Context: an optimization exercise on an open-source flow, tuned for small area, a short achievable clock period and few clock cycles per item. The choices shown serve that exercise and are no tape-out recipe.
At most, simulation tests tie the RTL to the original design; equivalence was not proved.
The RTL of runs 4 and 5 was laid out without a check of its function.

<file path="flow/design.v">
`default_nettype none
module xtea_add32 (
  input  wire logic [31:0] x,
  input  wire logic [31:0] y,
  input  wire logic        ci,
  output logic [31:0]      s
);
  logic [31:0] p0;
  logic [31:0] g [6];
  logic [31:0] p [6];
  always_comb begin
    p0   = x ^ y;
    p[0] = p0;
    g[0] = x & y;
    g[0][0] = g[0][0] | (p0[0] & ci);
    for (int l = 0; l < 5; l++) begin
      for (int i = 0; i < 32; i++) begin
        if (((i >> l) & 1) == 1) begin
          g[l+1][i] = g[l][i] | (p[l][i] & g[l][((i >> l) << l) - 1]);
          p[l+1][i] = p[l][i] & p[l][((i >> l) << l) - 1];
        end else begin
          g[l+1][i] = g[l][i];
          p[l+1][i] = p[l][i];
        end
      end
    end
    s = p0 ^ {g[5][30:0], ci};
  end
endmodule
`default_nettype wire
`default_nettype none
module xtea_block_cipher (
  input  wire logic        clk,
  input  wire logic        rst,
  input  wire logic        cfg_valid,
  output logic             cfg_ready,
  input  wire logic [2:0]  cfg_index,
  input  wire logic [31:0] cfg_data,
  input  wire logic        in_valid,
  output logic             in_stall,
  input  wire logic [64:0] in_data,
  output logic             out_valid,
  input  wire logic        out_stall,
  output logic [63:0]      out_data
);
  localparam logic [31:0] DELTA     = 32'h9E37_79B9;
  localparam logic [31:0] NEG_DELTA = 32'h61C8_8647;   
  logic [31:0] key [4];
  logic [6:0]  nrounds;
  logic [31:0] dec_sum;
  logic        init;       
  logic        pre;        
  logic        idle;       
  logic        busy;       
  logic        outv;       
  logic        stall_q;    
  logic        ph;         
  logic [6:0]  cnt;
  logic        func;
  logic [31:0] a, b;
  logic [31:0] s;          
  logic [31:0] sk;         
  wire trigger   = rst || (cfg_valid && cfg_index == 3'd4);
  wire cnt_zero  = (cnt == 7'd0);
  wire n_zero    = (nrounds == 7'd0);
  wire accept    = idle && in_valid;
  wire in_dec    = in_data[64];
  wire in_swap   = in_dec && !n_zero;   
  logic [31:0] mixed, b_step, sk_sum;
  xtea_add32 u_add_mix (.x((b << 4) ^ (b >> 5)), .y(b), .ci(1'b0), .s(mixed));
  xtea_add32 u_add_b   (.x(a), .y(mixed ^ sk), .ci(func), .s(b_step));
  wire        last   = ph && (cnt == 7'd1);
  wire        neg    = idle || func;
  wire [1:0]  ksel   = (idle || (!ph ^ func)) ? s[12:11] : s[1:0];
  wire [31:0] kword  = key[ksel];
  xtea_add32 u_add_sk  (.x(s), .y(kword), .ci(1'b0), .s(sk_sum));
  wire [31:0] sk_nx  = sk_sum ^ {32{neg}};
  wire [31:0] s_add  = s + ((idle || (busy && func)) ? NEG_DELTA : DELTA);
  assign cfg_ready = 1'b1;
  assign in_stall  = stall_q;
  assign out_valid = outv;
  assign out_data  = {a, b};
  always_ff @(posedge clk) begin
    for (int i = 0; i < 4; i++) begin
      if (rst || (cfg_valid && cfg_index == 3'(i))) key[i] <= cfg_data & {32{!rst}};
    end
    if (rst)                               nrounds <= 7'd32;
    else if (cfg_valid && cfg_index == 3'd4) nrounds <= cfg_data[6:0];
    if (pre && cnt_zero) dec_sum <= s;
  end
  always_ff @(posedge clk) begin
    if (trigger) begin
      init    <= 1'b1;
      pre     <= 1'b0;
      idle    <= 1'b0;
      busy    <= 1'b0;
      outv    <= 1'b0;
      stall_q <= 1'b1;
    end else begin
      if (init) begin
        init <= 1'b0;
        pre  <= 1'b1;
      end
      if (pre && cnt_zero) begin
        pre     <= 1'b0;
        idle    <= 1'b1;
        stall_q <= 1'b0;
      end
      if (accept) begin
        idle    <= 1'b0;
        stall_q <= 1'b1;
        if (n_zero) outv <= 1'b1;
        else        busy <= 1'b1;
      end
      if (busy && last) begin
        busy <= 1'b0;
        outv <= 1'b1;
      end
      if (outv && !out_stall) begin
        outv    <= 1'b0;
        idle    <= 1'b1;
        stall_q <= 1'b0;
      end
    end
  end
  always_ff @(posedge clk) begin
    if (init || idle) begin
      cnt <= nrounds;
    end else if (pre) begin
      if (!cnt_zero) cnt <= cnt - 7'd1;
    end else if (busy && ph) begin
      cnt <= cnt - 7'd1;
    end
    if (idle) begin
      func <= in_dec;
      ph   <= 1'b0;
    end else if (busy) begin
      ph <= !ph;
    end
  end
  always_ff @(posedge clk) begin
    if (init)                                s <= '0;
    else if (outv)                           s <= dec_sum;
    else if (accept)                         s <= in_dec ? s_add : DELTA;
    else if ((pre && !cnt_zero) || (busy && ph)) s <= s_add;
    if (idle && !in_dec) sk <= key[0];
    else                 sk <= sk_nx;
  end
  always_ff @(posedge clk) begin
    if (idle) begin
      a <= in_swap ? in_data[31:0] : in_data[63:32];
      b <= in_swap ? in_data[63:32] : in_data[31:0];
    end else if (busy) begin
      a <= (last && func) ? b_step : b;
      if (!(last && func)) b <= b_step;
    end
  end
endmodule
`default_nettype wire
</file>
<file path="flow/flow/run.sh">
#!/bin/bash
set -euo pipefail
bash standard.sh SETUP_SLACK_MARGIN=7 \
  "BUFFER_PORTS_ARGS=-buffer_cell sky130_fd_sc_hd__buf_1" \
  "CTS_ARGS=-sink_clustering_enable -repair_clock_nets -dont_use_dummy_load -buf_list {sky130_fd_sc_hd__clkbuf_1 sky130_fd_sc_hd__clkbuf_2}" \
  finish > standard_flow.log 2>&1
</file>
<file path="flow/standard.sh">
#!/bin/bash
# synth_recipe.tcl (not shown) runs the flow's synth.tcl, then flattens the netlist and writes it again
# the make line also repeats each setting of config.mk as NAME=value (left out here)
make -C /OpenROAD-flow-scripts/flow DESIGN_CONFIG=/design/flow/config.mk WORK_HOME=/design/flow/orfs CLKGATE_MAP_FILE= SYNTH_SCRIPT=/design/flow/synth_recipe.tcl "${@:-finish}"
</file>
<file path="flow/config.mk">
export PLATFORM = sky130hd
export DESIGN_NAME = xtea_block_cipher
export DESIGN_NICKNAME = xtea_block_cipher
export VERILOG_FILES = /design/flow/design.v
export SDC_FILE = /design/flow/constraint.sdc
export NUM_CORES = 4
export LEC_CHECK = 0
export CAP_MARGIN = 20
export CORE_MARGIN = 2
export CORE_UTILIZATION = 40
export SLEW_MARGIN = 20
</file>
<file path="flow/constraint.sdc">
create_clock -name core_clock -period 12.0 [get_ports {clk}]
set_input_delay 2.4000 -clock core_clock [delete_from_list [all_inputs] [get_ports {clk}]]
set_output_delay 2.4000 -clock core_clock [all_outputs]
set_load 0.01 [all_outputs]
</file>
==> results.py, run 1 <==
metrics = {
    "status": {
        "status": "complete, no violations",
    },
    "drt": {
        "drc": 0,
        "wl_per_cell_um": 20.69,
        "finalWirelength_mm": 53.36,
        "vias_per_cell": 5.687,
        "detail_route.iter0.violations": 1132,
        "vias": 14670,
        "dr.pass1.iters": 5,
        "ant_nets": 0,
    },
    "min_path": {
        "hold_end": "nrounds[2]$_SDFFE_PP0P_",
        "holdPathStages": 2,
        "hp-class": "flop to flop",
        "hp-start": "nrounds[2]$_SDFFE_PP0P_",
    },
    "critical_path": {
        "path_cells": "ha_2, inv_2, fa_2, nand2b_4, a21o_1, nand2_2, a31o_4, a41o_1, a21oi_2, o21bai_1, a21o_1, xnor2_1, ha_1, and3_4, a221o_1, a31oi_4, o31ai_4, a221o_1, a21o_1, a211o_1, a21oi_2, a31oi_1",
        "r2r_cells": 22,
        "cp_num_buf_inv": 1,
        "cp.required_ns": 12.65,
        "setup.worst_path.start": "b[0]$_DFFE_PP_",
        "worstSetupPathType": "flop to flop",
        "critPathSlowestCell": "edfxtp_1",
        "reg2reg_to": "b[30]$_DFFE_PP_",
        "end_kind": "flop",
        "r2r_start": "b[0]$_DFFE_PP_",
        "cp-start-kind": "flop",
        "rrSetupSlack_ns": 7.08,
        "cp_max_fo": 4,
        "critPathMaxStageDelay_ns": 0.49,
        "cp.arrival_ns": 5.57,
        "worst_path_dominant_cell_family": "compound AO/OA/AOI/OAI gates",
        "crit_top_cell": "a21o_1",
    },
    "layout": {
        "multi_input_area_um2": 9797,
        "layout-drive-gt1-share": 0.1344,
        "fillers": 4374,
        "final_util": 0.4521,
        "area.sequential_um2": 8533,
        "area_growth_pct": 12.38,
        "final_nets": 2216,
        "instances_no_fill": 2579,
    },
    "placement": {
        "hpwl_mm": 36.94,
        "gp_congestion": 0.8907,
        "port_buffers": 170,
        "dp.cells": 2450,
    },
    "timing": {
        "finalClockSkew_ns": 0.1218,
        "setup_viol": 0,
        "fmax_ghz": 0.2032,
        "rsz0062_at_grt": "true",
        "finalSetupTns_ns": 0,
        "fin_crit_sh": 0.4100,
        "timing_hold_violations_final": 0,
        "finalMaxSlewViolations": 0,
        "tightest_slew_ns": 1.052,
        "final.min_clock_period_ns": 4.920,
        "relSlewSlack": 0.2984,
    },
    "synth": {
        "yosysTopAreaCell": "edfxtp_1",
        "synth_compound_area_frac": 0.1595,
        "syn_nets": 1974,
        "avgSynthCellArea_um2": 10.75,
        "synth-simple-area-share": 0.1147,
        "synth_fa_ha_area_frac": 0.09963,
        "synthCells": 1731,
        "synth_xor_area_frac": 0.08329,
        "yosys-top-cells-count": "232 x edfxtp_1, 212 x nand2_1, 121 x ha_1",
        "yosysSeqAreaShare": 0.4582,
        "synth_seq_cells": 310,
        "synth_edf_count": 232,
        "synth_mux_area_frac": 0.05573,
        "synth-warning-count": 5,
        "synth-main-ff-cell": "edfxtp_1",
        "syn_area_um2": 18610,
        "ys_top_cells_by_area": "edfxtp_1 37%, dfxtp_1 8.4%, ha_1 8.1%",
        "yosys.cell_count.top_type": "edfxtp_1",
        "synth_top_family_by_area": "compound AO/OA/AOI/OAI gates",
        "synth_top_area_frac": 0.3743,
        "async_flop_share": 0,
        "yosys.cell_types.count": 78,
    },
    "floorplan": {
        "die-width_um": 219.7,
        "io_pins": 172,
        "start_util": 0.4023,
        "fp.dieArea_um2": 48270,
        "core-area_um2": 46260,
        "die_height_um": 219.7,
        "fp-row-count": 79,
    },
    "clock_network": {
        "cts_tree": "yes",
        "clock_latency_ns": 0.99,
        "clock-root-buffer": "clkbuf_2",
        "cts.hold.buffers_added": 0,
        "clk_path_buf_depth": 3,
        "clk_pin_slew_worst_paths_ns": 0.08,
        "numCtsBuffers": 84,
        "htree_levels": 3,
        "clkSinkCount": 310,
    },
    "grt": {
        "grtUsageTotal": 0.2181,
        "grt_overflow": 0,
        "antenna_found_initial": 1,
        "grt_first_pass_wirelength_mm": 80.36,
        "grt_max_degree": 99,
        "first_global_vias": 14080,
    },
    "flow_run": {
        "maxCapViolations": 0,
    },
}
## layer usage
| metal | vias up | routed length (um) | global-route usage |
|---|---|---|---|
| li1 | 6913 | - | - |
| met1 | 7046 | 23870 | 0.3063 |
| met2 | 610 | 23640 | 0.3325 |
| met3 | 97 | 4136 | 0.04375 |
| met4 | 0 | 1724 | 0.08188 |
| met5 | - | 0 | 0 |
## cell usage in the layout (no fill, tap or decap), types with 6 or more instances in the layout
master,instances
and3_1,7
nor2b_1,40
o21ai_0,59
o21ai_1,9
o21a_1,7
mux4_2,32
a211oi_1,34
fa_1,14
or2_2,6
edfxtp_1,232
o221ai_1,15
nand2_1,211
inv_1,59
a31oi_1,46
a221oi_1,9
buf_4,60
a21oi_1,107
nand2b_1,10
dfxtp_1,76
xor2_1,73
clkbuf_2,85
a21o_1,44
nand4_1,11
a21oi_2,11
nor3_1,39
nor2_1,90
nand3_1,10
a22oi_1,6
xnor2_1,99
mux2i_1,15
buf_1,169
o21bai_1,9
o31ai_1,6
a221o_1,14
and2_1,8
mux2_2,13
ha_1,119
o211ai_1,7
## state kept, by name, summed over array words and instances (netlist names), 7 cells and up
name,flops
key,128
a,32
b,32
dec_sum,32
s,32
sk,32
cnt,7
nrounds,7
## worst min-delay path: stages, from the launching register on
cell	delay [ns]
dfxtp_1	0.33
nand2_1	0.06
a21oi_1	0.05
## what timing repair did
action                                  4_1_cts  5_1_grt
buffers inserted                             29       14
pin swaps                                    26       19
gates resized for setup                      25       24
cloned                                        0        1
endpoints found under the setup margin       39       35
## stage by stage
stage               cell area (um^2)  setup slack, ns  hold WS [ns]
global placement               19910            6.318        0.4634
floorplan                      18610            7.092        0.4324
global route                   20920            6.877        0.5006
finish                         20920            7.080        0.4781
CTS                            20660            7.001        0.4829
detailed placement             19910            6.225        0.4716
## logic make-up after synthesis
logic type | Yosys count
AO/OA/AOI/OAI | 438
XOR/XNOR | 177
adder cells (fa/ha/maj) | 138
buffers and inverters | 139
flip-flops | 310
multiplexers | 62
other | 1
AND/OR/NAND/NOR | 466
## final cells by class
class / instances / share of cell area
Antenna cell: 1 / 0.0001196
Clock buffer: 84 / 0.02010
Inverter: 60 / 0.01077
Multi-Input combinational cell: 1282 / 0.4684
Sequential cell: 310 / 0.4080
Tap cell: 607 / 0.03631
Timing Repair Buffer: 235 / 0.05629
## worst max-delay path by stage
stage,endpoint,slack (ns),cells past startpoint
global route,a[23]$_DFFE_PP_,6.88,22
floorplan,b[30]$_DFFE_PP_,7.09,21
global placement,sk[18]$_DFF_P_,6.32,16
detailed placement,sk[18]$_DFF_P_,6.23,16
finish,b[30]$_DFFE_PP_,7.08,22
CTS,b[30]$_DFFE_PP_,7.00,21
Testbench counts, summed over its fixed seeds: cycles 34,104, items 512.
==> inputs of run 2 (changes only) <==
--- a/flow/design.v
+++ b/flow/design.v
@@ -53,4 +53,5 @@
   logic        idle;       
   logic        busy;       
+  logic        fin;        
   logic        outv;       
   logic        stall_q;    
@@ -66,24 +67,24 @@
   wire accept    = idle && in_valid;
   wire in_dec    = in_data[64];
-  wire in_swap   = in_dec && !n_zero;   
   logic [31:0] mixed, b_step, sk_sum;
   xtea_add32 u_add_mix (.x((b << 4) ^ (b >> 5)), .y(b), .ci(1'b0), .s(mixed));
   xtea_add32 u_add_b   (.x(a), .y(mixed ^ sk), .ci(func), .s(b_step));
   wire        last   = ph && (cnt == 7'd1);
+  wire [31:0] x      = idle ? dec_sum : s;
   wire        neg    = idle || func;
-  wire [1:0]  ksel   = (idle || (!ph ^ func)) ? s[12:11] : s[1:0];
+  wire [1:0]  ksel   = (idle || (!ph ^ func)) ? x[12:11] : x[1:0];
   wire [31:0] kword  = key[ksel];
-  xtea_add32 u_add_sk  (.x(s), .y(kword), .ci(1'b0), .s(sk_sum));
+  xtea_add32 u_add_sk  (.x(x), .y(kword), .ci(1'b0), .s(sk_sum));
   wire [31:0] sk_nx  = sk_sum ^ {32{neg}};
-  wire [31:0] s_add  = s + ((idle || (busy && func)) ? NEG_DELTA : DELTA);
+  wire [31:0] s_add  = x + ((idle || (busy && func)) ? NEG_DELTA : DELTA);
   assign cfg_ready = 1'b1;
   assign in_stall  = stall_q;
   assign out_valid = outv;
-  assign out_data  = {a, b};
+  assign out_data  = {a, s};
   always_ff @(posedge clk) begin
     for (int i = 0; i < 4; i++) begin
       if (rst || (cfg_valid && cfg_index == 3'(i))) key[i] <= cfg_data & {32{!rst}};
     end
-    if (rst)                               nrounds <= 7'd32;
+    if (rst)                                 nrounds <= 7'd32;
     else if (cfg_valid && cfg_index == 3'd4) nrounds <= cfg_data[6:0];
     if (pre && cnt_zero) dec_sum <= s;
@@ -95,4 +96,5 @@
       idle    <= 1'b0;
       busy    <= 1'b0;
+      fin     <= 1'b0;
       outv    <= 1'b0;
       stall_q <= 1'b1;
@@ -110,9 +112,13 @@
         idle    <= 1'b0;
         stall_q <= 1'b1;
-        if (n_zero) outv <= 1'b1;
+        if (n_zero) fin  <= 1'b1;
         else        busy <= 1'b1;
       end
       if (busy && last) begin
         busy <= 1'b0;
+        fin  <= 1'b1;
+      end
+      if (fin) begin
+        fin  <= 1'b0;
         outv <= 1'b1;
       end
@@ -141,5 +147,5 @@
   always_ff @(posedge clk) begin
     if (init)                                s <= '0;
-    else if (outv)                           s <= dec_sum;
+    else if (fin)                            s <= func ? a : b;
     else if (accept)                         s <= in_dec ? s_add : DELTA;
     else if ((pre && !cnt_zero) || (busy && ph)) s <= s_add;
@@ -148,11 +154,8 @@
   end
   always_ff @(posedge clk) begin
-    if (idle) begin
-      a <= in_swap ? in_data[31:0] : in_data[63:32];
-      b <= in_swap ? in_data[63:32] : in_data[31:0];
-    end else if (busy) begin
-      a <= (last && func) ? b_step : b;
-      if (!(last && func)) b <= b_step;
-    end
+    if (idle)      a <= in_dec ? in_data[31:0] : in_data[63:32];
+    else if (busy) a <= b;
+    else if (fin && func) a <= b;
+    b <= idle ? (in_dec ? in_data[63:32] : in_data[31:0]) : b_step;
   end
 endmodule
==> run 2 against run 1 <==
  * Still clean
  * Design area barely moved
  * Maximum frequency rose by 2.9%
  * Flip-flop and latch count rose by 1
  * Clock skew rose by 0.0031 ns
  * Clock-buffer cell count fell by 6
  * Register-to-register slack improved by 0.14 ns
  * Sequential share of layout area fell by 1.4 points
  * Global-route usage fell by 1.7 points
  * Cell count fell by 0.78%
  * Largest cell class unchanged
==> results.py, run 2 <==
metrics = {
    "status": {
        "status": "complete, no violations",
    },
    "grt": {
        "antenna_found_initial": 1,
        "grt_overflow": 0,
        "met3_usage": 0.04174,
        "met2_usage": 0.3162,
        "grt_first_pass_wirelength_mm": 77.58,
        "grt.busiest_layer": "met2",
        "first_global_vias": 14030,
        "grtUsageMet1": 0.2773,
        "grtUsageTotal": 0.2009,
        "grt_max_degree": 76,
    },
    "synth": {
        "yosys-top-cells-count": "200 x edfxtp_1, 156 x a21oi_1, 121 x ha_1",
        "synth_seq_cells": 311,
        "yosys.cell_count.top_type": "edfxtp_1",
        "syn_nets": 1993,
        "synth-main-ff-cell": "edfxtp_1",
        "synth-warning-count": 5,
        "yosys.cell_types.count": 92,
        "synth_edf_count": 200,
        "synthCells": 1750,
        "async_flop_share": 0,
        "synth_top_area_frac": 0.3155,
        "yosysTopAreaCell": "edfxtp_1",
        "yosysSeqAreaShare": 0.4323,
        "ys_top_cells_by_area": "edfxtp_1 32%, dfxtp_1 12%, ha_1 8.0%",
        "syn_area_um2": 19030,
        "avgSynthCellArea_um2": 10.88,
    },
    "timing": {
        "timing.hold.ws_ns": 0.3994,
        "setup_ws_ns": 7.218,
        "relSlewSlack": 0.3733,
        "fin_crit_sh": 0.3985,
        "setup_viol": 0,
        "timing_hold_violations_final": 0,
        "rsz0062_at_grt": "false",
        "tightest_slew_ns": 0.9401,
        "finalSetupTns_ns": 0,
        "final.min_clock_period_ns": 4.782,
        "finalClockSkew_ns": 0.1249,
        "fmax_ghz": 0.2091,
        "finalMaxSlewViolations": 0,
    },
    "floorplan": {
        "io_pins": 172,
        "core-area_um2": 46750,
        "start_util": 0.4071,
        "fp.dieArea_um2": 49350,
        "die_height_um": 222.1,
        "die-width_um": 222.1,
        "fp-row-count": 79,
    },
    "drt": {
        "vias_per_cell": 5.524,
        "dr.pass1.iters": 6,
        "detail_route.iter0.violations": 1080,
        "wl_per_cell_um": 19.71,
        "vias": 14140,
        "ant_nets": 0,
        "drc": 0,
        "finalWirelength_mm": 50.43,
    },
    "layout": {
        "final_common_cell": "edfxtp_1",
        "area_growth_pct": 9.781,
        "fillers": 4461,
        "final_cell_mix": "200 x edfxtp_1, 168 x buf_1, 153 x a21oi_1",
        "final_area_um2": 20900,
        "final_nets": 2196,
        "largest_reg_flops": 128,
        "layout-drive-gt1-share": 0.1261,
        "regMostFlops": "key",
    },
    "clock_network": {
        "clk_pin_slew_worst_paths_ns": 0.08,
        "htree_levels": 3,
        "clkSinkCount": 311,
        "clock_latency_ns": 0.91,
        "cts_tree": "yes",
        "numCtsBuffers": 78,
        "cts.hold.buffers_added": 0,
        "clk_path_buf_depth": 3,
        "clock-root-buffer": "clkbuf_2",
    },
    "critical_path": {
        "cp_max_fo": 32,
        "crit_top_cell": "mux2_2",
        "worstSetupPathType": "flop to flop",
        "worst_path_dominant_cell_family": "multiplexers",
        "critPathMaxStageDelay_ns": 0.47,
        "critPathSlowestCell": "fa_1",
        "path_cells": "buf_16, mux2_2, mux2_2, buf_12, mux4_2, ha_1, fa_1, a21o_1, a311o_1, nand3_1, and2_2, o21ai_1, fa_2, xnor2_2, nor3_1, a221o_1",
        "cp-start-kind": "flop",
        "cp.required_ns": 12.75,
        "end_kind": "flop",
        "cp.arrival_ns": 5.53,
        "cp_num_buf_inv": 2,
    },
    "flow_run": {
        "maxCapViolations": 0,
    },
    "min_path": {
        "hp-class": "flop to flop",
    },
    "placement": {
        "port_buffers": 170,
        "hpwl_mm": 37.69,
        "pre_cts_ws_ns": 6.227,
        "gp_congestion": 0.8992,
        "place_area_um2": 20320,
    },
}
## run 2: area by class of cell
type	instances	area, um^2	area share
Sequential cell	311	8235	0.3941
Tap cell	607	759.5	0.03635
Inverter	45	171.4	0.008203
Antenna cell	1	2.502	0.0001198
Timing Repair Buffer	197	920.9	0.04407
Clock buffer	78	390.4	0.01868
Multi-Input combinational cell	1320	10420	0.4985
## run 2: kinds of logic (layout without fill, tap and decap cells)
logic type,Yosys count,after routing,share of synthesized area
xor gates and xnor gates,177,177,0.08144
muxes,154,154,0.1060
and+or+nand+nor,404,404,0.1016
other,1,2,0.0001970
AOI/OAI and AO/OA,446,446,0.1564
buffers and inverters,119,320,0.02465
adders and majority gates,138,138,0.09742
DFF,311,311,0.4323
## run 2: worst paths after layout
kind,from,end,slack (ns),cells after the start
setup / recovery,idle$_SDFFE_PP0P_,sk[17]$_DFF_P_,7.22,16
hold / removal,s[11]$_SDFFE_PP0P_,dec_sum[11]$_DFFE_PP_,0.40,0
setup reg to reg,idle$_SDFFE_PP0P_,sk[17]$_DFF_P_,7.22,16
hold reg to reg,s[11]$_SDFFE_PP0P_,dec_sum[11]$_DFFE_PP_,0.40,0
## run 2: metrics by stage
stage / instances / utilization
3_3_place_gp: 2473 / 0.4345
3_5_place_dp: 2473 / 0.4345
4_1_cts: 2555 / 0.4450
5_1_grt: 2559 / 0.4469
6_report: 2559 / 0.4469
2_1_floorplan: 1750 / -
## run 2: routing by layer
layer	wire length, um	vias to the layer above
met2	22570	382
met4	949	0
met1	23750	6759
met5	0	-
met3	3158	73
li1	-	6922
## run 2: timing repair
item,4_1_cts,5_1_grt
endpoints found under the hold margin,0,0
pin swaps,0,1
setup endpoints to repair,31,10
setup buffers,3,2
gates resized for setup,12,11
gates cloned,1,1
Testbench counts of run 2, summed over its fixed seeds: cycles 34,616, items 512.
==> inputs of run 3 (changes only) <==
==> flow/flow/run.sh (replaced) <==
#!/bin/bash
set -euo pipefail
bash standard.sh SETUP_SLACK_MARGIN=8 \
  "BUFFER_PORTS_ARGS=-buffer_cell sky130_fd_sc_hd__buf_1" \
  "CTS_ARGS=-sink_clustering_enable -repair_clock_nets -dont_use_dummy_load -buf_list {sky130_fd_sc_hd__clkbuf_1 sky130_fd_sc_hd__clkbuf_2}" \
  finish > standard_flow.log 2>&1
==> run 3 against run 2 <==
  * Critical endpoint is now b[28]$_DFF_P_
  * Still clean on timing, DRC and antenna
  * Critical path depth rose by 4
  * Design area rose by 10%
  * Worst setup slack improved by 0.46 ns
  * Largest cell class unchanged
  * Sequential share of layout area fell by 3.0 points
  * Clock skew fell by 0.041 ns
  * Flip-flop and latch count did not move
  * Cell count rose by 5.4%
  * Maximum frequency rose by 11%
  * Global-route usage rose by 2.2 points
  * Synthesized cell count did not move
  * Wire length rose by 9.5%
==> results.py, run 3 <==
metrics = {
    "synth": {
        "ys_top_cells_by_area": "edfxtp_1 32%, dfxtp_1 12%, ha_1 8.0%",
        "yosys.cell_types.count": 92,
        "synth_seq_cells": 311,
        "yosys-top-cells-count": "200 x edfxtp_1, 156 x a21oi_1, 121 x ha_1",
        "syn_area_um2": 19030,
        "synth-main-ff-cell": "edfxtp_1",
        "yosysSeqAreaShare": 0.4323,
        "yosysTopAreaCell": "edfxtp_1",
        "yosys.cell_count.top_type": "edfxtp_1",
        "syn_nets": 1993,
        "async_flop_share": 0,
        "avgSynthCellArea_um2": 10.88,
        "synth_top_area_frac": 0.3155,
        "synth_edf_count": 200,
        "synth-warning-count": 5,
        "synthCells": 1750,
    },
    "drt": {
        "vias": 14880,
        "detail_route.iter0.violations": 895,
        "finalWirelength_mm": 55.20,
        "wl_per_cell_um": 20.46,
        "vias_per_cell": 5.517,
        "dr.pass1.iters": 7,
        "drc": 0,
        "ant_nets": 0,
    },
    "layout": {
        "largest_reg_flops": 128,
        "instances_no_fill": 2698,
        "fillers": 4233,
        "final_nets": 2335,
        "final_cell_mix": "200 x edfxtp_1, 144 x buf_4, 136 x a21oi_1",
        "final_common_cell": "edfxtp_1",
        "area.sequential_um2": 8366,
        "area_growth_pct": 20.80,
        "multi_input_area_um2": 11070,
        "layout-drive-gt1-share": 0.2727,
        "regMostFlops": "key",
    },
    "timing": {
        "final.min_clock_period_ns": 4.325,
        "timing_hold_violations_final": 0,
        "relSlewSlack": 0.3006,
        "finalMaxSlewViolations": 0,
        "fmax_ghz": 0.2312,
        "setup_viol": 0,
        "finalSetupTns_ns": 0,
        "tightest_slew_ns": 1.049,
        "rsz0062_at_grt": "true",
        "fin_crit_sh": 0.3604,
        "timing.hold.ws_ns": 0.4664,
        "finalClockSkew_ns": 0.08375,
    },
    "clock_network": {
        "cts.hold.buffers_added": 0,
        "cts_tree": "yes",
        "clk_pin_slew_worst_paths_ns": 0.08,
        "clock_latency_ns": 0.98,
        "numCtsBuffers": 79,
        "clkSinkCount": 311,
        "clk_path_buf_depth": 3,
        "clock-root-buffer": "clkbuf_2",
        "htree_levels": 3,
    },
    "critical_path": {
        "cp_max_fo": 4,
        "worstSetupPathType": "flop to flop",
        "cp.arrival_ns": 5.14,
        "reg2reg_to": "b[28]$_DFF_P_",
        "r2r_cells": 20,
        "cp-endpoint": "b[28]$_DFF_P_",
        "setup.worst_path.start": "b[0]$_DFF_P_",
        "end_kind": "flop",
        "r2r_start": "b[0]$_DFF_P_",
        "cp.required_ns": 12.81,
        "rrSetupSlack_ns": 7.68,
        "cp-start-kind": "flop",
    },
    "placement": {
        "dp.cells": 2471,
        "gp_congestion": 0.9030,
        "hpwl_mm": 38.35,
        "port_buffers": 170,
    },
    "status": {
        "status": "complete, no violations",
    },
    "floorplan": {
        "fp-row-count": 79,
        "start_util": 0.4071,
        "die-width_um": 222.1,
        "core-area_um2": 46750,
        "die_height_um": 222.1,
        "fp.dieArea_um2": 49350,
        "io_pins": 172,
    },
    "min_path": {
        "hp-class": "flop to flop",
        "holdPathStages": 0,
    },
    "grt": {
        "grt_first_pass_wirelength_mm": 84.86,
        "grtUsageTotal": 0.2228,
        "grt_max_degree": 67,
        "first_global_vias": 14870,
        "grt_overflow": 0,
        "antenna_found_initial": 2,
    },
    "flow_run": {
        "maxCapViolations": 0,
    },
}
==> run 3: cell counts after synthesis <==
No cell type changed its count.
==> run 3: metal layers <==
metal | vias up | global-route usage | share of wire
met5 | - | 0 | 0.00024
met4 | 2 | 0.08740 | 0.029
met3 | 111 | 0.03658 | 0.052
met2 | 413 | 0.3437 | 0.45
met1 | 7145 | 0.3127 | 0.47
li1 | 7213 | - | -
==> run 3: through the flow <==
stage	setup slack [ns]	area (um^2)	util
2_1_floorplan	7.956	19150	-
6_report	7.675	22990	0.4918
5_1_grt	7.466	22990	0.4918
3_3_place_gp	6.511	20400	0.4363
4_1_cts	7.681	22490	0.4810
3_5_place_dp	6.400	20400	0.4363
==> run 3: kinds of logic (layout without fill, tap and decap cells) <==
group                      count (synthesis)  after routing  synth area share
AOI/OAI and AO/OA                        446            446            0.1564
xor gates and xnor gates                 177            177           0.08144
adders and majority gates                138            138           0.09742
buffers and inverters                    119            457           0.02465
DFF                                      311            311            0.4323
muxes                                    154            156            0.1060
other                                      1              2         0.0001970
and+or+nand+nor                          404            404            0.1016
==> run 3: worst min-delay path by stage <==
stage                            start                       to  slack (ns)
6_report            s[29]$_SDFFE_PP0P_    dec_sum[29]$_DFFE_PP_        0.47
5_1_grt              s[4]$_SDFFE_PP0P_     dec_sum[4]$_DFFE_PP_        0.45
4_1_cts              s[4]$_SDFFE_PP0P_     dec_sum[4]$_DFFE_PP_        0.46
3_5_place_dp   nrounds[0]$_SDFFE_PP0P_  nrounds[0]$_SDFFE_PP0P_        0.46
3_3_place_gp   nrounds[2]$_SDFFE_PP0P_  nrounds[2]$_SDFFE_PP0P_        0.46
2_1_floorplan     key[0][11]$_DFFE_PP_           sk[11]$_DFF_P_        0.44
==> run 3: layout make-up <==
cell class	instances	area share
Antenna cell	1	0.0001088
Clock buffer	79	0.01720
Inverter	45	0.007727
Multi-Input combinational cell	1322	0.4816
Sequential cell	311	0.3638
Tap cell	607	0.03303
Timing Repair Buffer	333	0.09653
==> run 3: repair_timing <==
item                                    CTS  global route
cloned                                    4             0
endpoints found under the setup margin  135            74
pin swaps                                65            55
gates resized for setup                 217            75
buffers inserted                        113            30
==> run 3: worst max-delay path, cell delays in order, from the launching register on <==
cell,delay [ns]
dfxtp_4,0.40
ha_4,0.14
inv_2,0.03
fa_2,0.33
nand2b_4,0.16
a21oi_4,0.17
nor3b_4,0.28
o31ai_4,0.13
fa_2,0.36
xor2_1,0.15
xnor2_1,0.14
ha_1,0.33
a21oi_2,0.14
o21ai_2,0.07
a21oi_2,0.18
o32ai_2,0.11
a31o_2,0.27
a21oi_4,0.23
o21ba_4,0.17
nor4_1,0.04
or3b_1,0.36
==> inputs of run 4 (changes only) <==
--- a/flow/design.v
+++ b/flow/design.v
@@ -71,5 +71,5 @@
   xtea_add32 u_add_b   (.x(a), .y(mixed ^ sk), .ci(func), .s(b_step));
   wire        last   = ph && (cnt == 7'd1);
-  wire [31:0] x      = idle ? dec_sum : s;
+  wire [31:0] x      = s;   
   wire        neg    = idle || func;
   wire [1:0]  ksel   = (idle || (!ph ^ func)) ? x[12:11] : x[1:0];
@@ -148,4 +148,5 @@
     if (init)                                s <= '0;
     else if (fin)                            s <= func ? a : b;
+    else if (outv)                           s <= out_stall ? s : dec_sum;
     else if (accept)                         s <= in_dec ? s_add : DELTA;
     else if ((pre && !cnt_zero) || (busy && ph)) s <= s_add;
==> flow/flow/run.sh (replaced) <==
#!/bin/bash
set -euo pipefail
bash standard.sh SETUP_SLACK_MARGIN=7 \
  "BUFFER_PORTS_ARGS=-buffer_cell sky130_fd_sc_hd__buf_1" \
  "CTS_ARGS=-sink_clustering_enable -repair_clock_nets -dont_use_dummy_load -buf_list {sky130_fd_sc_hd__clkbuf_1 sky130_fd_sc_hd__clkbuf_2}" \
  finish > standard_flow.log 2>&1
==> run 4 against run 3 <==
  * Still clean on timing, DRC and antenna
  * Die area down 2.3%
  * Flip-flop and latch count unchanged
  * Sequential share of layout area grew 3.8 points
  * Global-route usage down 1.6 points
  * Synthesized area decreased by 2.3%
  * Critical endpoint is now b[31]$_DFF_P_
  * Highest routed layer is now met4
==> results.py, run 4 <==
metrics = {
    "status": {
        "status": "complete, no violations",
    },
    "layout": {
        "area_growth_pct": 10.58,
        "largest_reg_flops": 128,
        "final_cell_mix": "200 x edfxtp_1, 168 x buf_1, 150 x a21oi_1",
        "regMostFlops": "key",
        "final_util": 0.4445,
        "layout-drive-gt1-share": 0.1048,
        "final_common_cell": "edfxtp_1",
        "final_area_um2": 20560,
        "final_nets": 2172,
    },
    "drt": {
        "vias_per_cell": 5.483,
        "finalWirelength_mm": 50.40,
        "vias": 13900,
        "dr.pass1.iters": 5,
        "drc": 0,
        "ant_nets": 0,
        "wl_per_cell_um": 19.88,
        "detail_route.iter0.violations": 846,
    },
    "critical_path": {
        "cp.arrival_ns": 5.51,
        "cp.required_ns": 12.73,
        "r2r_cells": 21,
        "end_kind": "flop",
        "reg2reg_to": "b[31]$_DFF_P_",
        "rrSetupSlack_ns": 7.21,
        "worstSetupPathType": "flop to flop",
        "r2r_start": "b[5]$_DFF_P_",
        "cp-start-kind": "flop",
        "cp_max_fo": 5,
    },
    "clock_network": {
        "clock_latency_ns": 0.99,
        "clk_path_buf_depth": 3,
        "htree_levels": 3,
        "cts_tree": "yes",
        "clkSinkCount": 311,
        "numCtsBuffers": 79,
        "clk_pin_slew_worst_paths_ns": 0.10,
        "clock-root-buffer": "clkbuf_2",
        "cts.hold.buffers_added": 0,
    },
    "synth": {
        "syn_nets": 1970,
        "yosysSeqAreaShare": 0.4424,
        "yosys.cell_types.count": 74,
        "synth-main-ff-cell": "edfxtp_1",
        "syn_area_um2": 18600,
        "yosysTopAreaCell": "edfxtp_1",
        "yosys.cell_count.top_type": "edfxtp_1",
        "synth_top_area_frac": 0.3229,
        "synthCells": 1727,
        "avgSynthCellArea_um2": 10.77,
        "synth_seq_cells": 311,
        "async_flop_share": 0,
        "synth-warning-count": 5,
        "yosys-top-cells-count": "200 x edfxtp_1, 157 x a21oi_1, 135 x nor2_1",
        "synth_edf_count": 200,
        "ys_top_cells_by_area": "edfxtp_1 32%, dfxtp_1 12%, ha_1 8.1%",
    },
    "floorplan": {
        "fp.dieArea_um2": 48230,
        "io_pins": 172,
        "die-width_um": 219.6,
        "die_height_um": 219.6,
        "core-area_um2": 46260,
        "fp-row-count": 79,
        "start_util": 0.4020,
    },
    "placement": {
        "port_buffers": 170,
        "gp_congestion": 0.8779,
        "hpwl_mm": 37.03,
        "pre_cts_ws_ns": 6.656,
        "place_area_um2": 19890,
    },
    "timing": {
        "final.min_clock_period_ns": 4.785,
        "finalClockSkew_ns": 0.1335,
        "fin_crit_sh": 0.3988,
        "relSlewSlack": 0.3289,
        "setup_viol": 0,
        "finalSetupTns_ns": 0,
        "finalMaxSlewViolations": 0,
        "fmax_ghz": 0.2090,
        "tightest_slew_ns": 1.004,
        "setup_ws_ns": 7.215,
        "timing_hold_violations_final": 0,
        "rsz0062_at_grt": "false",
    },
    "grt": {
        "grt_overflow": 0,
        "grt_max_degree": 99,
        "grtUsageTotal": 0.2072,
        "antenna_found_initial": 1,
        "grt_first_pass_wirelength_mm": 76.01,
        "first_global_vias": 13570,
    },
    "min_path": {
        "hp-start": "nrounds[0]$_SDFFE_PP0P_",
        "hold_end": "nrounds[0]$_SDFFE_PP0P_",
        "holdPathStages": 2,
        "hp-class": "flop to flop",
    },
    "flow_run": {
        "maxCapViolations": 0,
    },
}
-- run 4: kinds of logic (layout without fill, tap and decap cells) --
logic type      count (synthesis)  count (layout)  synth area share
compound gates                464             464            0.1622
xor+xnor                      170             170           0.08006
fa+ha+maj                     138             138           0.09971
buf+inv                       121             321           0.02476
flops                         311             311            0.4424
mux                           129             129           0.09157
other cells                     1               2         0.0002016
simple gates                  393             393           0.09904
-- run 4: per-layer routing --
layer / up-vias / GRT usage / wire length, um
li1: 6840 / - / -
met1: 6611 / 0.2889 / 23610
met2: 381 / 0.3301 / 22850
met3: 67 / 0.03285 / 3063
met4: 0 / 0.06622 / 871
met5: - / 0 / 0
-- run 4: area by class of cell --
class / instances / area, um^2
fill: 4395 / 25700
multi-input combinational: 1295 / 10050
sequential: 311 / 8254
timing repair buffer: 200 / 948.4
tap: 607 / 759.5
clock buffer: 79 / 395.4
inverter: 42 / 157.7
antenna: 1 / 2.502
-- run 4: timing repair --
action | 4_1_cts | 5_1_grt
resized for setup | 16 | 28
endpoints found under the setup margin | 22 | 24
pin swaps | 1 | 11
setup buffers | 1 | 8
gates cloned | 0 | 1
-- run 4: worst max-delay path by stage --
| stage | endpoint | cells after the start | start | slack (ns) |
|---|---|---|---|---|
| after floorplan | sk[27]$_DFF_P_ | 17 | func$_DFFE_PP_ | 7.07 |
| after global placement | sk[27]$_DFF_P_ | 16 | idle$_SDFFE_PP0P_ | 6.67 |
| after detailed placement | sk[27]$_DFF_P_ | 16 | idle$_SDFFE_PP0P_ | 6.66 |
| after CTS | sk[27]$_DFF_P_ | 16 | idle$_SDFFE_PP0P_ | 6.99 |
| after global routing | b[31]$_DFF_P_ | 23 | b[11]$_DFF_P_ | 6.93 |
| final | b[31]$_DFF_P_ | 21 | b[5]$_DFF_P_ | 7.21 |
-- run 4: stage by stage --
| stage | std cells | hold slack [ns] |
|---|---|---|
| after floorplan | 1727 | 0.4324 |
| after global placement | 2445 | 0.4622 |
| after detailed placement | 2445 | 0.4702 |
| after CTS | 2525 | 0.4923 |
| after global routing | 2535 | 0.5191 |
| final | 2535 | 0.4894 |
-- run 4: critical path, stage by stage (launching register included) --
cell and delay [ns]:
dfxtp_4 0.38, ha_1 0.18, inv_1 0.07, fa_2 0.21, nor2b_2 0.06, o31ai_4 0.26
nand2_1 0.12, a21o_1 0.22, a21o_1 0.21, fa_1 0.50, xor2_2 0.20, ha_1 0.30
and3_1 0.16, and3_1 0.21, a21oi_4 0.21, a211o_1 0.21, a21oi_2 0.08, or2_2 0.35
a221oi_4 0.26, xnor2_1 0.17, xnor2_1 0.14, mux2i_1 0.08
==> inputs of run 5 (changes only) <==
==> flow/flow/run.sh (replaced) <==
#!/bin/bash
set -euo pipefail
bash standard.sh SETUP_SLACK_MARGIN=7.5 \
  "BUFFER_PORTS_ARGS=-buffer_cell sky130_fd_sc_hd__buf_1" \
  "CTS_ARGS=-sink_clustering_enable -repair_clock_nets -dont_use_dummy_load -buf_list {sky130_fd_sc_hd__clkbuf_1 sky130_fd_sc_hd__clkbuf_2}" \
  finish > standard_flow.log 2>&1
==> run 5 against run 4 <==
  * Still clean
  * Hold slack worse by 0.017 ns
  * Worst setup slack better by 0.22 ns
  * Die area unchanged
==> results.py, run 5 <==
metrics = {
    "critical_path": {
        "path_cells": "xor2_1, ha_1, o21a_1, o21ai_2, a31oi_4, a2111o_1, buf_6, a21o_1, a21o_1, a21oi_2, xnor2_1, ha_1, nand4_1, nor2_1, a211oi_2, a21oi_2, or2_4, a221oi_4, xnor2_1, xnor2_1, mux2i_1",
        "worst_path_dominant_cell_family": "compound AO/OA/AOI/OAI gates",
        "reg2reg_to": "b[31]$_DFF_P_",
        "cp-endpoint": "b[31]$_DFF_P_",
        "cp_num_buf_inv": 1,
        "rrSetupSlack_ns": 7.44,
        "worstSetupPathType": "flop to flop",
        "crit_top_cell": "xnor2_1",
        "cp.arrival_ns": 5.25,
        "cp_max_fo": 4,
        "path_depth": 21,
        "r2r_start": "b[2]$_DFF_P_",
        "critPathMaxStageDelay_ns": 0.50,
        "critPathSlowestCell": "a2111o_1",
        "setup.worst_path.start": "b[2]$_DFF_P_",
        "r2r_cells": 21,
        "cp.required_ns": 12.69,
        "end_kind": "flop",
        "cp-start-kind": "flop",
    },
    "timing": {
        "tightest_slew_ns": 1.018,
        "finalClockSkew_ns": 0.09792,
        "fmax_ghz": 0.2192,
        "timing_hold_violations_final": 0,
        "setup_viol": 0,
        "final.min_clock_period_ns": 4.561,
        "fin_crit_sh": 0.3801,
        "relSlewSlack": 0.3216,
        "finalMaxSlewViolations": 0,
        "rsz0062_at_grt": "true",
        "timing.hold.ws_ns": 0.4726,
        "finalSetupTns_ns": 0,
    },
    "floorplan": {
        "die_height_um": 219.6,
        "fp-row-count": 79,
        "start_util": 0.4020,
        "die-width_um": 219.6,
        "io_pins": 172,
        "fp.dieArea_um2": 48230,
        "core-area_um2": 46260,
    },
    "drt": {
        "dr.pass1.iters": 5,
        "drc": 0,
        "detail_route.iter0.violations": 919,
        "vias": 14180,
        "ant_nets": 0,
        "vias_per_cell": 5.518,
        "wl_per_cell_um": 20.00,
        "finalWirelength_mm": 51.37,
    },
    "layout": {
        "final_nets": 2206,
        "final_common_cell": "edfxtp_1",
        "layout-drive-gt1-share": 0.1504,
        "final_cell_mix": "200 x edfxtp_1, 168 x buf_1, 142 x a21oi_1",
        "regMostFlops": "key",
        "largest_reg_flops": 128,
        "area_growth_pct": 14.31,
        "final_area_um2": 21260,
        "final_util": 0.4595,
    },
    "placement": {
        "hpwl_mm": 37.43,
        "gp_congestion": 0.9061,
        "place_area_um2": 19880,
        "port_buffers": 170,
    },
    "synth": {
        "yosys-top-cells-count": "200 x edfxtp_1, 157 x a21oi_1, 135 x nor2_1",
        "yosysSeqAreaShare": 0.4424,
        "yosys.cell_count.top_type": "edfxtp_1",
        "ys_top_cells_by_area": "edfxtp_1 32%, dfxtp_1 12%, ha_1 8.1%",
        "synthCells": 1727,
        "synth-warning-count": 5,
        "synth_edf_count": 200,
        "synth_top_area_frac": 0.3229,
        "yosysTopAreaCell": "edfxtp_1",
        "synth_seq_cells": 311,
        "async_flop_share": 0,
        "syn_area_um2": 18600,
        "synth-main-ff-cell": "edfxtp_1",
        "avgSynthCellArea_um2": 10.77,
        "syn_nets": 1970,
        "yosys.cell_types.count": 74,
    },
    "clock_network": {
        "clock_latency_ns": 0.89,
        "numCtsBuffers": 79,
        "clock-root-buffer": "clkbuf_2",
        "clk_pin_slew_worst_paths_ns": 0.09,
        "cts.hold.buffers_added": 0,
        "clkSinkCount": 311,
        "clk_path_buf_depth": 3,
        "cts_tree": "yes",
        "htree_levels": 3,
    },
    "min_path": {
        "hp-class": "flop to flop",
        "hp-start": "nrounds[4]$_SDFFE_PP0P_",
        "holdPathStages": 2,
    },
    "flow_run": {
        "maxCapViolations": 0,
    },
    "grt": {
        "met2_usage": 0.3358,
        "grt_max_degree": 110,
        "grtUsageMet1": 0.2938,
        "antenna_found_initial": 2,
        "grtUsageTotal": 0.2110,
        "grt_first_pass_wirelength_mm": 78.38,
        "grt.busiest_layer": "met2",
        "first_global_vias": 14080,
        "grt_overflow": 0,
        "met3_usage": 0.03616,
    },
    "status": {
        "status": "complete, no violations",
    },
}
==> run 5: changes by cell type in the layout (fill, tap and decap cells not counted), sizes merged <==
| cell | delta |
|---|---|
| buf | +34 |
| bufbuf | +1 |
| clkbuf | -1 |
| clkinvlp | +1 |
| inv | -1 |
==> run 5: cell families after synthesis <==
family | synth area share
multiplexers | 0.09157
other | 0.0002016
XOR/XNOR | 0.08006
adder cells (fa/ha/maj) | 0.09971
AO/OA/AOI/OAI | 0.1622
flip-flops | 0.4424
buffers and inverters | 0.02476
AND/OR/NAND/NOR | 0.09904
==> run 5: worst min path at each step <==
stage                               to  slack, ns
6_report       nrounds[4]$_SDFFE_PP0P_       0.47
5_1_grt        nrounds[0]$_SDFFE_PP0P_       0.51
4_1_cts        nrounds[4]$_SDFFE_PP0P_       0.48
3_5_place_dp   nrounds[4]$_SDFFE_PP0P_       0.46
3_3_place_gp   nrounds[4]$_SDFFE_PP0P_       0.46
2_1_floorplan           func$_DFFE_PP_       0.43
==> run 5: cell type report <==
class	instances	area, um^2
diodes	1	2.502
clock buffers	79	395.4
fillers	4339	25000
inverters	42	161.4
multi-input cells	1295	10460
flip-flops and latches	311	8267
well taps	607	759.5
repair buffers	234	1216
==> run 5: timing repair <==
| item | 4_1_cts | 5_1_grt |
|---|---|---|
| gates resized for setup | 77 | 55 |
| endpoints found under the setup margin | 44 | 44 |
| gates cloned | 1 | 0 |
| pin swaps | 49 | 38 |
| setup buffers | 31 | 13 |
==> run 5: worst min-delay path, stage by stage, from the launching register on <==
cell and delay [ns]:
dfxtp_1 0.32, nand2_1 0.05, a21oi_1 0.05
==> run 5: per-layer routing <==
metal | share of wire | up-vias | wire length [um]
li1 | - | 6910 | -
met2 | 0.45 | 392 | 23240
met1 | 0.47 | 6793 | 24160
met3 | 0.057 | 79 | 2942
met5 | 0.00025 | - | 13
met4 | 0.020 | 2 | 1007
==> run 5: metrics by stage <==
stage	setup WS [ns]	instances
after CTS	7.458	2555
after detailed placement	6.528	2444
after global placement	6.622	2444
after global routing	7.188	2569
after floorplan	7.471	1727
final	7.439	2569
==> inputs of run 6 (changes only) <==
--- a/flow/design.v
+++ b/flow/design.v
@@ -71,5 +71,5 @@
   xtea_add32 u_add_b   (.x(a), .y(mixed ^ sk), .ci(func), .s(b_step));
   wire        last   = ph && (cnt == 7'd1);
-  wire [31:0] x      = s;   
+  wire [31:0] x      = idle ? dec_sum : s;
   wire        neg    = idle || func;
   wire [1:0]  ksel   = (idle || (!ph ^ func)) ? x[12:11] : x[1:0];
@@ -148,5 +148,4 @@
     if (init)                                s <= '0;
     else if (fin)                            s <= func ? a : b;
-    else if (outv)                           s <= out_stall ? s : dec_sum;
     else if (accept)                         s <= in_dec ? s_add : DELTA;
     else if ((pre && !cnt_zero) || (busy && ph)) s <= s_add;
==> flow/flow/run.sh (replaced) <==
#!/bin/bash
set -euo pipefail
bash standard.sh SETUP_SLACK_MARGIN=7.6 \
  "BUFFER_PORTS_ARGS=-buffer_cell sky130_fd_sc_hd__buf_1" \
  "CTS_ARGS=-sink_clustering_enable -repair_clock_nets -dont_use_dummy_load -buf_list {sky130_fd_sc_hd__clkbuf_1 sky130_fd_sc_hd__clkbuf_2}" \
  finish > standard_flow.log 2>&1
==> run 6 against run 5 <==
  * Clock skew is 0.0013 ns lower
  * Design area is 1.9% higher
  * Global-route usage is 0.16 points lower
  * Non-clock buffer count is 10 higher
  * Maximum frequency is 4.8% higher
  * Die area is 2.3% higher
  * Worst setup slack better by 0.21 ns
  * Synthesized area is 2.4% higher
  * Utilization is 0.37 points higher
  * Largest cell class unchanged
==> results.py, run 6 <==
metrics = {
    "clock_network": {
        "clock-root-buffer": "clkbuf_2",
        "clkSinkCount": 311,
        "htree_levels": 3,
        "numCtsBuffers": 79,
        "clk_pin_slew_worst_paths_ns": 0.09,
        "cts_tree": "yes",
        "clock_latency_ns": 0.93,
        "clk_path_buf_depth": 3,
        "cts.hold.buffers_added": 0,
    },
    "floorplan": {
        "core-area_um2": 46750,
        "die_height_um": 222.1,
        "die-width_um": 222.1,
        "io_pins": 172,
        "fp.dieArea_um2": 49350,
        "start_util": 0.4071,
        "fp-row-count": 79,
    },
    "synth": {
        "synth_top_family_by_area": "compound AO/OA/AOI/OAI gates",
        "synth_xor_area_frac": 0.08144,
        "async_flop_share": 0,
        "synth_top_area_frac": 0.3155,
        "synth-main-ff-cell": "edfxtp_1",
        "ys_top_cells_by_area": "edfxtp_1 32%, dfxtp_1 12%, ha_1 8.0%",
        "yosys-top-cells-count": "200 x edfxtp_1, 156 x a21oi_1, 121 x ha_1",
        "synth-simple-area-share": 0.1016,
        "synth-warning-count": 5,
        "yosysSeqAreaShare": 0.4323,
        "yosys.cell_count.top_type": "edfxtp_1",
        "yosys.cell_types.count": 92,
        "synth_seq_cells": 311,
        "avgSynthCellArea_um2": 10.88,
        "synth_fa_ha_area_frac": 0.09742,
        "synthCells": 1750,
        "syn_area_um2": 19030,
        "syn_nets": 1993,
        "synth_compound_area_frac": 0.1564,
        "synth_edf_count": 200,
        "yosysTopAreaCell": "edfxtp_1",
        "synth_mux_area_frac": 0.1060,
    },
    "timing": {
        "rsz0062_at_grt": "true",
        "finalClockSkew_ns": 0.09659,
        "finalMaxSlewViolations": 0,
        "timing_hold_violations_final": 0,
        "setup_viol": 0,
        "finalSetupTns_ns": 0,
        "tightest_slew_ns": 0.9801,
        "fmax_ghz": 0.2297,
        "fin_crit_sh": 0.3627,
        "relSlewSlack": 0.3466,
        "final.min_clock_period_ns": 4.353,
    },
    "critical_path": {
        "cp-endpoint": "b[28]$_DFF_P_",
        "cp_max_fo": 4,
        "cp.arrival_ns": 5.13,
        "cp.required_ns": 12.77,
        "rrSetupSlack_ns": 7.65,
        "r2r_cells": 19,
        "worstSetupPathType": "flop to flop",
        "end_kind": "flop",
        "setup.worst_path.start": "b[5]$_DFF_P_",
        "r2r_start": "b[5]$_DFF_P_",
        "reg2reg_to": "b[28]$_DFF_P_",
        "cp-start-kind": "flop",
    },
    "status": {
        "status": "complete, no violations",
    },
    "placement": {
        "gp_congestion": 0.8651,
        "port_buffers": 170,
        "hpwl_mm": 37.80,
    },
    "grt": {
        "first_global_vias": 14380,
        "grtUsageTotal": 0.2094,
        "grt_overflow": 0,
        "antenna_found_initial": 2,
        "grt_max_degree": 94,
        "grt_first_pass_wirelength_mm": 80.36,
    },
    "drt": {
        "dr.pass1.iters": 5,
        "detail_route.iter0.violations": 999,
        "wl_per_cell_um": 20.10,
        "ant_nets": 0,
        "vias_per_cell": 5.512,
        "vias": 14380,
        "drc": 0,
        "finalWirelength_mm": 52.44,
    },
    "layout": {
        "final_cell_mix": "200 x edfxtp_1, 168 x buf_1, 143 x a21oi_1",
        "area_growth_pct": 13.77,
        "fillers": 4381,
        "largest_reg_flops": 128,
        "final_common_cell": "edfxtp_1",
        "regMostFlops": "key",
        "final_nets": 2245,
        "layout-drive-gt1-share": 0.1780,
        "final_util": 0.4632,
    },
    "min_path": {
        "hp-class": "flop to flop",
    },
    "flow_run": {
        "maxCapViolations": 0,
    },
}
[run 6: how the worst min path moves through the flow]
stage	start	end	slack, ns	cells past startpoint
6_report	s[20]$_SDFFE_PP0P_	dec_sum[20]$_DFFE_PP_	0.46	0
5_1_grt	s[20]$_SDFFE_PP0P_	dec_sum[20]$_DFFE_PP_	0.46	0
4_1_cts	s[20]$_SDFFE_PP0P_	dec_sum[20]$_DFFE_PP_	0.46	0
3_5_place_dp	nrounds[4]$_SDFFE_PP0P_	nrounds[4]$_SDFFE_PP0P_	0.46	2
3_3_place_gp	nrounds[4]$_SDFFE_PP0P_	nrounds[4]$_SDFFE_PP0P_	0.46	2
2_1_floorplan	key[0][11]$_DFFE_PP_	sk[11]$_DFF_P_	0.44	2
[run 6: cell type report]
| type | instances | area [um^2] | share of cell area |
|---|---|---|---|
| multi-input combinational | 1321 | 10780 | 0.4977 |
| sequential | 311 | 8270 | 0.3819 |
| timing repair buffer | 244 | 1276 | 0.05893 |
| tap | 607 | 759.5 | 0.03507 |
| clock buffer | 79 | 395.4 | 0.01826 |
| inverter | 45 | 171.4 | 0.007915 |
| antenna | 2 | 5.005 | 0.0002311 |
[run 6: metal layers]
| layer | track usage | part of all wire | up-vias |
|---|---|---|---|
| li1 | - | - | 7008 |
| met1 | 0.2898 | 0.47 | 6842 |
| met2 | 0.3278 | 0.45 | 445 |
| met3 | 0.03512 | 0.053 | 86 |
| met5 | 0 | 0 | - |
| met4 | 0.08195 | 0.029 | 0 |
[run 6: metrics by stage]
| stage | setup slack (ns) | cells | hold WS (ns) | cell area (um^2) |
|---|---|---|---|---|
| finish | 7.647 | 2609 | 0.4620 | 21660 |
| global route | 7.433 | 2609 | 0.4551 | 21660 |
| CTS | 7.570 | 2584 | 0.4586 | 21200 |
| detailed placement | 6.412 | 2472 | 0.4584 | 20310 |
| global placement | 6.445 | 2472 | 0.4604 | 20310 |
| floorplan | 7.626 | 1750 | 0.4385 | 19050 |
[run 6: worst max-delay path: stages, from the launching register on]
cell     delay, ns
dfxtp_4       0.36
buf_4         0.16
xor2_2        0.17
ha_4          0.31
nand4_1       0.19
nor3b_4       0.32
o31ai_4       0.10
fa_2          0.39
xor2_2        0.16
xnor2_1       0.18
ha_1          0.29
a21oi_2       0.18
o21ai_2       0.07
a21oi_2       0.18
o32ai_2       0.12
a31o_4        0.24
a21oi_4       0.20
o21ba_4       0.19
nor4_1        0.04
or3b_1        0.38
[run 6: kinds of logic after synthesis]
| family | count (synthesis) |
|---|---|
| multiplexers | 154 |
| AND/OR/NAND/NOR | 404 |
| adder cells (fa/ha/maj) | 138 |
| buffers and inverters | 119 |
| XOR/XNOR | 177 |
| AO/OA/AOI/OAI | 446 |
| other | 1 |
| flip-flops | 311 |
[run 6: repair_timing]
| item | 4_1_cts | 5_1_grt |
|---|---|---|
| setup endpoints to repair | 44 | 24 |
| gates resized for setup | 45 | 62 |
| setup buffers | 31 | 23 |
| pin swaps | 17 | 36 |
| cloned | 2 | 0 |
Testbench counts of run 6, summed over its fixed seeds: cycles 34,616, items 512.
==> inputs of run 7 (changes only) <==
==> flow/flow/run.sh (replaced) <==
#!/bin/bash
set -euo pipefail
bash standard.sh SETUP_SLACK_MARGIN=7.5 \
  "BUFFER_PORTS_ARGS=-buffer_cell sky130_fd_sc_hd__buf_1" \
  "CTS_ARGS=-sink_clustering_enable -repair_clock_nets -dont_use_dummy_load -buf_list {sky130_fd_sc_hd__clkbuf_1 sky130_fd_sc_hd__clkbuf_2}" \
  finish > standard_flow.log 2>&1
==> run 7 against run 6 <==
  * Still clean on timing, DRC and antenna
  * Register-to-register slack got worse by 0.06 ns
  * Via count unchanged
  * Synthesized area unchanged
  * Flip-flop and latch count unchanged
  * Synthesized cell count unchanged
  * First-iteration DRC count decreased by 3.6%
  * Largest cell class unchanged
==> results.py, run 7 <==
metrics = {
    "status": {
        "status": "complete, no violations",
    },
    "critical_path": {
        "reg2reg_to": "b[28]$_DFF_P_",
        "path_depth": 20,
        "r2r_cells": 20,
        "cp_max_fo": 3,
        "cp.required_ns": 12.78,
        "worstSetupPathType": "flop to flop",
        "end_kind": "flop",
        "rrSetupSlack_ns": 7.59,
        "critPathMaxStageDelay_ns": 0.38,
        "worst_path_dominant_cell_family": "compound AO/OA/AOI/OAI gates",
        "cp-endpoint": "b[28]$_DFF_P_",
        "path_cells": "ha_1, inv_1, fa_2, nand2b_4, a21oi_4, nor3b_4, o31ai_4, fa_2, xor2_1, xnor2_1, ha_1, a21oi_1, o21ai_1, a21oi_2, o32ai_2, a31o_4, a21oi_4, o21ba_4, nor4_1, or3b_1",
        "cp_num_buf_inv": 1,
        "r2r_start": "b[5]$_DFF_P_",
        "critPathSlowestCell": "dfxtp_4",
        "cp-start-kind": "flop",
        "cp.arrival_ns": 5.19,
        "setup.worst_path.start": "b[5]$_DFF_P_",
    },
    "synth": {
        "synth_seq_cells": 311,
        "ys_top_cells_by_area": "edfxtp_1 32%, dfxtp_1 12%, ha_1 8.0%",
        "syn_nets": 1993,
        "yosys.cell_types.count": 92,
        "synth-warning-count": 5,
        "synth_edf_count": 200,
        "synthCells": 1750,
        "synth-main-ff-cell": "edfxtp_1",
        "async_flop_share": 0,
        "syn_area_um2": 19030,
        "avgSynthCellArea_um2": 10.88,
        "yosys-top-cells-count": "200 x edfxtp_1, 156 x a21oi_1, 121 x ha_1",
        "yosysTopAreaCell": "edfxtp_1",
        "synth_top_area_frac": 0.3155,
        "yosys.cell_count.top_type": "edfxtp_1",
        "yosysSeqAreaShare": 0.4323,
    },
    "clock_network": {
        "clkSinkCount": 311,
        "clk_path_buf_depth": 3,
        "clock_latency_ns": 1.00,
        "clk_pin_slew_worst_paths_ns": 0.10,
        "htree_levels": 3,
        "cts.hold.buffers_added": 0,
        "cts_tree": "yes",
        "clock-root-buffer": "clkbuf_2",
        "numCtsBuffers": 81,
    },
    "floorplan": {
        "fp.dieArea_um2": 49350,
        "io_pins": 172,
        "start_util": 0.4071,
        "die_height_um": 222.1,
        "core-area_um2": 46750,
        "die-width_um": 222.1,
        "fp-row-count": 79,
    },
    "timing": {
        "fin_crit_sh": 0.3676,
        "finalClockSkew_ns": 0.1162,
        "finalMaxSlewViolations": 0,
        "setup_viol": 0,
        "relSlewSlack": 0.3414,
        "rsz0062_at_grt": "true",
        "final.min_clock_period_ns": 4.411,
        "fmax_ghz": 0.2267,
        "timing_hold_violations_final": 0,
        "tightest_slew_ns": 0.9879,
        "finalSetupTns_ns": 0,
    },
    "grt": {
        "grtUsageTotal": 0.2101,
        "met2_usage": 0.3256,
        "first_global_vias": 14400,
        "met3_usage": 0.04347,
        "antenna_found_initial": 2,
        "grtUsageMet1": 0.2877,
        "grt_max_degree": 61,
        "grt_first_pass_wirelength_mm": 80.96,
        "grt_overflow": 0,
        "grt.busiest_layer": "met2",
    },
    "layout": {
        "largest_reg_flops": 128,
        "final_nets": 2231,
        "final_common_cell": "edfxtp_1",
        "final_cell_mix": "200 x edfxtp_1, 168 x buf_1, 145 x a21oi_1",
        "layout-drive-gt1-share": 0.1586,
        "area.sequential_um2": 8262,
        "multi_input_area_um2": 10630,
        "area_growth_pct": 12.32,
        "fillers": 4434,
        "final_area_um2": 21380,
        "regMostFlops": "key",
    },
    "placement": {
        "hpwl_mm": 38.02,
        "gp_congestion": 0.8926,
        "place_area_um2": 20320,
        "port_buffers": 170,
    },
    "drt": {
        "ant_nets": 0,
        "vias_per_cell": 5.544,
        "wl_per_cell_um": 19.97,
        "dr.pass1.iters": 5,
        "vias": 14380,
        "detail_route.iter0.violations": 963,
        "drc": 0,
        "finalWirelength_mm": 51.81,
    },
    "flow_run": {
        "maxCapViolations": 0,
    },
    "min_path": {
        "hp-start": "nrounds[4]$_SDFFE_PP0P_",
        "hp-class": "flop to flop",
    },
}
-- run 7: cell types whose count changed in the layout (fill, tap and decap cells not counted), moves of 3 or more --
cell | before | now
buf_4 | 68 | 53
xnor2_2 | 5 | 2
dfxtp_1 | 93 | 96
ha_1 | 114 | 121
ha_4 | 4 | 0
ha_2 | 3 | 0
a21oi_2 | 14 | 11
xor2_1 | 76 | 81
xor2_2 | 6 | 1
xnor2_1 | 90 | 93
-- run 7: worst min-delay path, stage by stage, from the launching register on --
cell,delay (ns)
dfxtp_1,0.32
nand2_1,0.05
a21oi_1,0.06
-- run 7: cells by family (layout without fill, tap and decap cells) --
family                     Yosys count  in the layout  synth area share
AOI/OAI and AO/OA                  446            446            0.1564
xor gates and xnor gates           177            177           0.08144
adders and majority gates          138            138           0.09742
buffers and inverters              119            354           0.02465
DFF                                311            311            0.4323
muxes                              154            155            0.1060
other                                1              2         0.0001970
and+or+nand+nor                    404            404            0.1016
-- run 7: stage by stage --
stage	hold WS, ns	setup slack [ns]	instances	utilization
2_1_floorplan	0.4385	7.572	1750	-
3_3_place_gp	0.4630	6.534	2474	0.4347
3_5_place_dp	0.4676	6.418	2474	0.4347
4_1_cts	0.4717	7.490	2577	0.4518
5_1_grt	0.5049	7.375	2594	0.4573
6_report	0.4781	7.589	2594	0.4573
-- run 7: worst min-delay path by stage --
| stage | endpoint | slack [ns] | cells after the start |
|---|---|---|---|
| after floorplan | sk[11]$_DFF_P_ | 0.44 | 2 |
| after global placement | nrounds[4]$_SDFFE_PP0P_ | 0.46 | 2 |
| after detailed placement | nrounds[0]$_SDFFE_PP0P_ | 0.47 | 2 |
| after CTS | dec_sum[27]$_DFFE_PP_ | 0.47 | 0 |
| after global routing | dec_sum[15]$_DFFE_PP_ | 0.50 | 0 |
| final | nrounds[4]$_SDFFE_PP0P_ | 0.48 | 2 |
-- run 7: cell type report --
type / instances / area share
multi-input cells: 1321 / 0.4972
well taps: 607 / 0.03552
repair buffers: 228 / 0.05372
clock buffers: 81 / 0.01896
flip-flops and latches: 311 / 0.3864
diodes: 1 / 0.0001170
inverters: 45 / 0.008017
-- run 7: timing repair --
action,4_1_cts,5_1_grt
buffers inserted,20,16
cloned,2,0
gates resized for setup,44,31
setup endpoints to repair,41,24
endpoints found under the hold margin,0,0
pin swaps,12,17
-- run 7: layer usage --
metal / part of all wire / routed length, um
met1: 0.46 / 24050
met2: 0.44 / 22920
met4: 0.031 / 1582
met5: 0 / 0
met3: 0.063 / 3259

-- re-timing with driven ports --
The flow's constraints put no driver on any port. The routed layouts listed below were extracted and timed again, unchanged, in two steps. Step 1, drivers: a clkbuf_16 drives clk and a buf_2 each remaining input, both assumed. Step 2 moves the port delays by t, midway between the first and last clock arrival at a register: inputs arrive t later, outputs are due t later. That takes back most of the time a late clock gives input paths. Slacks: ideal / step 1 / step 2; pairs: ideal / step 1.
| run | t (ns) | setup slack, ns | worst slew at a driven data input, ns |
|---|---|---|---|
| run 1 | 0.980 | 7.080 / 7.080 / 7.080 | 0.07 |
| run 2 | 0.899 | 7.218 / 7.218 / 7.218 | 0.06 |
| run 3 | 0.991 | 7.675 / 7.675 / 7.089 | 0.05 |
| run 4 | 0.976 | 7.215 / 7.215 / 7.153 | 0.05 |
| run 5 | 0.888 | 7.439 / 7.439 / 7.247 | 0.05 |
| run 6 | 0.934 | 7.647 / 7.647 / 7.458 | 0.05 |
| run 7 | 0.987 | 7.589 / 7.589 / 7.278 | 0.05 |
After both steps setup and hold are still met in every run listed. For run 3, which loses most, drivers alone change the setup slack by 0.000 ns; drivers and shift together by -0.586 ns.
